This is an optimization exercise on Yosys and OpenROAD, whose aim is small area and few clock cycles, not a production implementation. The RTL was checked by simulation tests, not by an equivalence proof against the original design. Power is estimated from default activity; no workload was simulated. The clock port is modelled as an ideal driver; clocking choices that lean on that would not hold on a real chip.

==> run A: inputs <==
==> flow/design.v <==
package gfq_pkg;
	localparam int CAPACITY    = 64;
	localparam int NUM_GROUPS  = 16;
	localparam int ID_BITS     = 16;
	localparam int GROUP_BITS  = 5;
	localparam int STATUS_BITS = 3;
	localparam int SLOT_W = (CAPACITY > 1) ? $clog2(CAPACITY) : 1;
	localparam int FCNT_W = $clog2(CAPACITY + 1);
	localparam int GRP_W  = (NUM_GROUPS > 1) ? $clog2(NUM_GROUPS) : 1;
	localparam int OCNT_W = $clog2(NUM_GROUPS + 1);
	typedef enum logic [STATUS_BITS-1:0] {
		ST_ENQUEUED = 3'd0,
		ST_IGNORED  = 3'd1,
		ST_DROPPED  = 3'd2,
		ST_DEQUEUED = 3'd3,
		ST_EMPTY    = 3'd4
	} status_t;
	function automatic logic [SLOT_W-1:0] slot_inc(input logic [SLOT_W-1:0] v);
		slot_inc = (v == SLOT_W'(CAPACITY - 1)) ? '0 : v + SLOT_W'(1);
	endfunction
	function automatic logic [GRP_W-1:0] grp_inc(input logic [GRP_W-1:0] v);
		grp_inc = (v == GRP_W'(NUM_GROUPS - 1)) ? '0 : v + GRP_W'(1);
	endfunction
endpackage
import gfq_pkg::*;
module grouped_fifo_queue (
	input  logic                           clk,
	input  logic                           arst_n,
	input  logic                           in_valid,
	output logic                           in_ready,
	input  logic                           kind,
	input  logic [gfq_pkg::ID_BITS-1:0]    member_id,
	input  logic [gfq_pkg::GROUP_BITS-1:0] group,
	output logic                           out_valid,
	input  logic                           out_ready,
	output logic [gfq_pkg::STATUS_BITS-1:0] status,
	output logic [gfq_pkg::ID_BITS-1:0]    out_id
);
	logic [ID_BITS-1:0] data_q  [CAPACITY];
	logic [FCNT_W-1:0]  end_q   [NUM_GROUPS];
	logic [FCNT_W-1:0]  count_q;
	logic               out_valid_q;
	logic [STATUS_BITS-1:0] status_q;
	logic [ID_BITS-1:0] out_id_q;
	logic               fire, grp_ok, full, empty, do_enq, do_deq, g_ne;
	logic [GRP_W-1:0]   enq_g;
	logic [FCNT_W-1:0]  g_end, ins_pos, after_pos, count_p1;
	logic [STATUS_BITS-1:0] res_status;
	assign in_ready  = !out_valid_q || out_ready;
	assign fire      = in_valid && in_ready;
	assign out_valid = out_valid_q;
	assign status    = status_q;
	assign out_id    = out_id_q;
	assign grp_ok = (group != '0) && (group <= GROUP_BITS'(NUM_GROUPS));
	assign enq_g  = GRP_W'(group - GROUP_BITS'(1));
	assign full   = (count_q == FCNT_W'(CAPACITY));
	assign empty  = (count_q == '0);
	assign do_enq = fire && !kind && grp_ok && !full;
	assign do_deq = fire && kind && !empty;
	assign g_end     = end_q[enq_g];
	assign g_ne      = (g_end != '0);
	assign ins_pos   = g_ne ? g_end : count_q;
	assign after_pos = g_ne ? g_end - FCNT_W'(1) : count_q;
	assign count_p1  = count_q + FCNT_W'(1);
	always_comb begin
		if (!kind) begin
			if (!grp_ok)
				res_status = gfq_pkg::ST_IGNORED;
			else if (full)
				res_status = gfq_pkg::ST_DROPPED;
			else
				res_status = gfq_pkg::ST_ENQUEUED;
		end else begin
			res_status = empty ? gfq_pkg::ST_EMPTY : gfq_pkg::ST_DEQUEUED;
		end
	end
	logic [FCNT_W-1:0] end_nxt [NUM_GROUPS];
	always_comb begin
		for (int g = 0; g < NUM_GROUPS; g++) begin
			logic up, dn, ld;
			logic [FCNT_W:0] uc, dc;
			up = do_enq && (end_q[g] > after_pos);
			dn = do_deq && (end_q[g] != '0);
			ld = do_enq && !g_ne && (GRP_W'(g) == enq_g);
			uc[0] = 1'b1;
			dc[0] = 1'b1;
			for (int k = 0; k < FCNT_W; k++) begin
				uc[k+1] = uc[k] & end_q[g][k];
				dc[k+1] = dc[k] & ~end_q[g][k];
			end
			for (int k = 0; k < FCNT_W; k++)
				end_nxt[g][k] = (end_q[g][k] ^ ((up & uc[k]) | (dn & dc[k])))
				              | (ld & count_p1[k]);
		end
	end
	logic [CAPACITY-1:0] sel_dn, sel_up, sel_new, sel_hold, at_or_past;
	always_comb begin
		for (int i = 0; i < CAPACITY; i++)
			at_or_past[i] = (FCNT_W'(i) >= ins_pos);
		for (int i = 0; i < CAPACITY; i++) begin
			logic past;
			past        = (i > 0) ? at_or_past[(i + CAPACITY - 1) % CAPACITY] : 1'b0;
			sel_dn[i]   = do_deq;
			sel_up[i]   = do_enq && past;
			sel_new[i]  = do_enq && at_or_past[i] && !past;
			sel_hold[i] = !(do_deq || (do_enq && at_or_past[i]));
		end
	end
	always_ff @(posedge clk) begin
		for (int i = 0; i < CAPACITY; i++) begin
			data_q[i] <= ({ID_BITS{sel_hold[i]}} & data_q[i])
			           | ({ID_BITS{sel_dn[i]}}   & ((i < CAPACITY - 1) ? data_q[(i + 1) % CAPACITY] : member_id))
			           | ({ID_BITS{sel_up[i]}}   & ((i > 0) ? data_q[(i + CAPACITY - 1) % CAPACITY] : member_id))
			           | ({ID_BITS{sel_new[i]}}  & member_id);
		end
	end
	always_ff @(posedge clk or negedge arst_n) begin
		if (!arst_n) begin
			for (int g = 0; g < NUM_GROUPS; g++)
				end_q[g] <= '0;
			count_q     <= '0;
			out_valid_q <= 1'b0;
		end else begin
			for (int g = 0; g < NUM_GROUPS; g++)
				end_q[g] <= end_nxt[g];
			if (do_deq)
				count_q <= count_q - FCNT_W'(1);
			else if (do_enq)
				count_q <= count_p1;
			if (fire)
				out_valid_q <= 1'b1;
			else if (out_ready)
				out_valid_q <= 1'b0;
		end
	end
	always_ff @(posedge clk) begin
		if (fire) begin
			status_q <= res_status;
			out_id_q <= (res_status == gfq_pkg::ST_DEQUEUED) ? data_q[0] : '0;
		end
	end
endmodule
==> flow/run.sh <==
#!/bin/bash
# synth_recipe.tcl (not shown) runs the flow's synth.tcl, then flattens the netlist and writes it again
# the make line also repeats each setting of config.mk as NAME=value (left out here)
make -C /OpenROAD-flow-scripts/flow DESIGN_CONFIG=/design/flow/config.mk WORK_HOME=/design/flow/orfs CLKGATE_MAP_FILE= SYNTH_SCRIPT=/design/flow/synth_recipe.tcl finish
==> flow/config.mk <==
export PLATFORM = sky130hd
export DESIGN_NAME = grouped_fifo_queue
export DESIGN_NICKNAME = grouped_fifo_queue
export VERILOG_FILES = /design/flow/design.v
export SDC_FILE = /design/flow/constraint.sdc
export NUM_CORES = 4
export LEC_CHECK = 0
export CAP_MARGIN = 20
export CORE_MARGIN = 2
export CORE_UTILIZATION = 40
export CTS_BUF_LIST = sky130_fd_sc_hd__clkbuf_16
export CTS_CLUSTER_DIAMETER = 90
export CTS_CLUSTER_SIZE = 24
export PLACE_DENSITY = 0.45
export SLEW_MARGIN = 20
==> flow/constraint.sdc <==
create_clock -name core_clock -period 8.0 [get_ports {clk}]
set_input_delay 1.6000 -clock core_clock [delete_from_list [all_inputs] [get_ports {clk}]]
set_output_delay 1.6000 -clock core_clock [all_outputs]
set_load 0.01 [all_outputs]
==> inputs of run G, as changes to run A <==
==> flow/flow/run.sh (new file) <==
#!/bin/bash
# Standard layout, except that clock tree synthesis inserts no dummy loads
# (cells added only to balance the tree) and clusters more sinks per buffer.
set -euo pipefail
export CTS_ARGS="-sink_clustering_enable -repair_clock_nets -dont_use_dummy_load -buf_list sky130_fd_sc_hd__clkbuf_16 -sink_clustering_size 30 -sink_clustering_max_diameter 100"
bash standard.sh > standard.log 2>&1
==> flow/standard.sh (new file) <==
#!/bin/bash
# synth_recipe.tcl (not shown) runs the flow's synth.tcl, then flattens the netlist and writes it again
# the make line also repeats each setting of config.mk as NAME=value (left out here)
make -C /OpenROAD-flow-scripts/flow DESIGN_CONFIG=/design/flow/config.mk WORK_HOME=/design/flow/orfs CLKGATE_MAP_FILE= SYNTH_SCRIPT=/design/flow/synth_recipe.tcl "${@:-finish}"
- CORE_UTILIZATION: 40 -> 65
- CTS_BUF_LIST: sky130_fd_sc_hd__clkbuf_16 -> default
- CTS_CLUSTER_DIAMETER: 90 -> default
- CTS_CLUSTER_SIZE: 24 -> default
- PLACE_DENSITY: 0.45 -> 0.7
removed: flow/run.sh
==> inputs of run R, as changes to run A <==
==> flow/flow/run.sh (new file) <==
#!/bin/bash
# Standard layout, except that clock tree synthesis inserts no dummy loads
# (cells added only to balance the tree) and clusters more sinks per buffer.
set -euo pipefail
export CTS_ARGS="-sink_clustering_enable -repair_clock_nets -dont_use_dummy_load -buf_list sky130_fd_sc_hd__clkbuf_16 -sink_clustering_size 24 -sink_clustering_max_diameter 90"
bash standard.sh > standard.log 2>&1
==> flow/standard.sh (new file) <==
#!/bin/bash
# synth_recipe.tcl (not shown) runs the flow's synth.tcl, then flattens the netlist and writes it again
# the make line also repeats each setting of config.mk as NAME=value (left out here)
make -C /OpenROAD-flow-scripts/flow DESIGN_CONFIG=/design/flow/config.mk WORK_HOME=/design/flow/orfs CLKGATE_MAP_FILE= SYNTH_SCRIPT=/design/flow/synth_recipe.tcl "${@:-finish}"
- CORE_UTILIZATION: 40 -> 55
- CTS_BUF_LIST: sky130_fd_sc_hd__clkbuf_16 -> default
- CTS_CLUSTER_DIAMETER: 90 -> default
- CTS_CLUSTER_SIZE: 24 -> default
- PLACE_DENSITY: 0.45 -> 0.6
removed: flow/run.sh
==> inputs of run E, as changes to run A <==
==> flow/flow/run.sh (new file) <==
#!/bin/bash
# Standard layout, except that clock tree synthesis inserts no dummy loads
# (cells added only to balance the tree) and clusters more sinks per buffer.
set -euo pipefail
export CTS_ARGS="-sink_clustering_enable -repair_clock_nets -dont_use_dummy_load -buf_list sky130_fd_sc_hd__clkbuf_16 -sink_clustering_size 32 -sink_clustering_max_diameter 70"
bash standard.sh > standard.log 2>&1
==> flow/standard.sh (new file) <==
#!/bin/bash
# synth_recipe.tcl (not shown) runs the flow's synth.tcl, then flattens the netlist and writes it again
# the make line also repeats each setting of config.mk as NAME=value (left out here)
make -C /OpenROAD-flow-scripts/flow DESIGN_CONFIG=/design/flow/config.mk WORK_HOME=/design/flow/orfs CLKGATE_MAP_FILE= SYNTH_SCRIPT=/design/flow/synth_recipe.tcl "${@:-finish}"
- CTS_BUF_LIST: sky130_fd_sc_hd__clkbuf_16 -> default
- CTS_CLUSTER_DIAMETER: 90 -> default
- CTS_CLUSTER_SIZE: 24 -> default
removed: flow/run.sh
==> results_tabular.tex <==
\begin{tabular}{lr}
\hline
Metric & Value \\
\hline
\multicolumn{2}{l}{\textbf{Floorplanning}} \\
Die boundary width & 324 um \\
\multicolumn{2}{l}{\textbf{Routing}} \\
DRT iter0 DRCs & 8,080 \\
Routed wire length per instance & 23.7 um \\
\multicolumn{2}{l}{\textbf{Cells and area}} \\
Clock Network Area Fraction & roughly 2.4\% \\
Flip-flop and latch share of the layout cell area & approximately 41\% \\
Count of antenna diodes in the layout & 1 \\
Number of clock buffer instances in the layout & 56 \\
Fraction of area in multi-input gates & 50.1\% \\
\multicolumn{2}{l}{\textbf{Run status}} \\
Status & complete, no violations \\
\multicolumn{2}{l}{\textbf{Global route}} \\
Routing usage on met1 & $\sim$49\% \\
Global-route track usage on met3 & 4.51\% \\
\multicolumn{2}{l}{\textbf{Power and ir drop}} \\
Sequential share of power & 52.4\% \\
\multicolumn{2}{l}{\textbf{STA}} \\
Clock period minus final worst setup slack & roughly 6900 ps \\
\multicolumn{2}{l}{\textbf{Place}} \\
Post-Place Cell Area & $\sim$57,000 sq um \\
\hline
\end{tabular}
That was run R.
==> results_tabular.tex <==
\begin{tabular}{lr}
\hline
Metric & Value \\
\hline
\multicolumn{2}{l}{\textbf{Global route}} \\
Routing usage on met1 & approximately 42\% \\
Global-route track usage on met3 & 3.83\% \\
\multicolumn{2}{l}{\textbf{STA}} \\
Clock period minus final worst setup slack & roughly 7000 ps \\
\multicolumn{2}{l}{\textbf{Cells and area}} \\
Flip-flop and latch share of the layout cell area & 39.6\% \\
Clock Network Area Fraction & 4.15\% \\
\multicolumn{2}{l}{\textbf{Power and ir drop}} \\
Sequential share of power & 49.8\% \\
\multicolumn{2}{l}{\textbf{Run status}} \\
Status & complete, no violations \\
\multicolumn{2}{l}{\textbf{Floorplanning}} \\
Die boundary width & 379 um \\
\multicolumn{2}{l}{\textbf{Routing}} \\
DRT iter0 DRCs & 7,478 \\
\hline
\end{tabular}
That was run E.
==> results_tabular.tex <==
\begin{tabular}{lr}
\hline
Metric & Value \\
\hline
\multicolumn{2}{l}{\textbf{Run status}} \\
Status & complete, no violations \\
\multicolumn{2}{l}{\textbf{Cells and area}} \\
Number of clock buffer instances in the layout & 46 \\
Fraction of area in multi-input gates & between 50\% and 60\% \\
Clock Network Area Fraction & 1.98\% \\
\multicolumn{2}{l}{\textbf{STA}} \\
Clock period minus final worst setup slack & 7280 ps \\
\multicolumn{2}{l}{\textbf{Routing}} \\
DRT iter0 DRCs & 8,852 \\
\multicolumn{2}{l}{\textbf{Global route}} \\
Routing usage on met1 & a little over half \\
\hline
\end{tabular}
That was run G.
==> results_tabular.tex <==
\begin{tabular}{lr}
\hline
Metric & Value \\
\hline
\multicolumn{2}{l}{\textbf{Power and ir drop}} \\
Sequential share of power & 51.5\% \\
\multicolumn{2}{l}{\textbf{Run status}} \\
Status & complete, no violations \\
\multicolumn{2}{l}{\textbf{STA}} \\
Clock period minus final worst setup slack & about 7000 ps \\
\multicolumn{2}{l}{\textbf{Cells and area}} \\
Count of antenna diodes in the layout & 0 \\
Fraction of area in multi-input gates & 49.1\% \\
Number of clock buffer instances in the layout & 61 \\
\multicolumn{2}{l}{\textbf{Global route}} \\
Global-route track usage on met3 & under 10\% \\
Routing usage on met1 & a little over two fifths \\
\multicolumn{2}{l}{\textbf{Routing}} \\
Routed wire length per instance & 26.1 um \\
DRT iter0 DRCs & 7,479 \\
\multicolumn{2}{l}{\textbf{Place}} \\
Post-Place Cell Area & slightly below 60,000 sq um \\
\hline
\end{tabular}
That was run A.
Testbench counts of run A, summed over its fixed seeds: cycles 32,008.
Testbench counts of run G, summed over its fixed seeds: cycles 32,008.
Testbench counts of run R, summed over its fixed seeds: cycles 32,008.
Testbench counts of run E, summed over its fixed seeds: cycles 32,008.

-- port drivers added, routing unchanged --
Ports are ideal in the flow. The routed layouts listed here were re-timed in OpenROAD. Step 1: set_driving_cell puts a clkbuf_16 on clk and a buf_2 on each other input, an assumption about the parent block. Step 2 adds t to the input delays and takes it off the output delays; t is the mean of the earliest and latest rising clock arrival at the registers after step 1. Input paths then give back, and output paths get back, about the clock's delay inside the block. Three values: ideal ports, drivers, drivers and shift; two values: the first two.
run	t (ns)	setup WS [ns]	hold WS [ns]	worst register clock-pin slew, ns
run A	0.799	1.023 / 1.078 / 0.278	0.464 / 0.464 / 0.464	0.11 / 0.11
run G	0.697	0.718 / 0.726 / 0.029	0.445 / 0.445 / 0.445	0.12 / 0.12
run R	0.758	1.056 / 1.069 / 0.311	0.462 / 0.462 / 0.462	0.10 / 0.10
run E	0.782	0.973 / 1.025 / 0.243	0.424 / 0.424 / 0.424	0.10 / 0.10
After both steps every run listed still meets setup and hold.
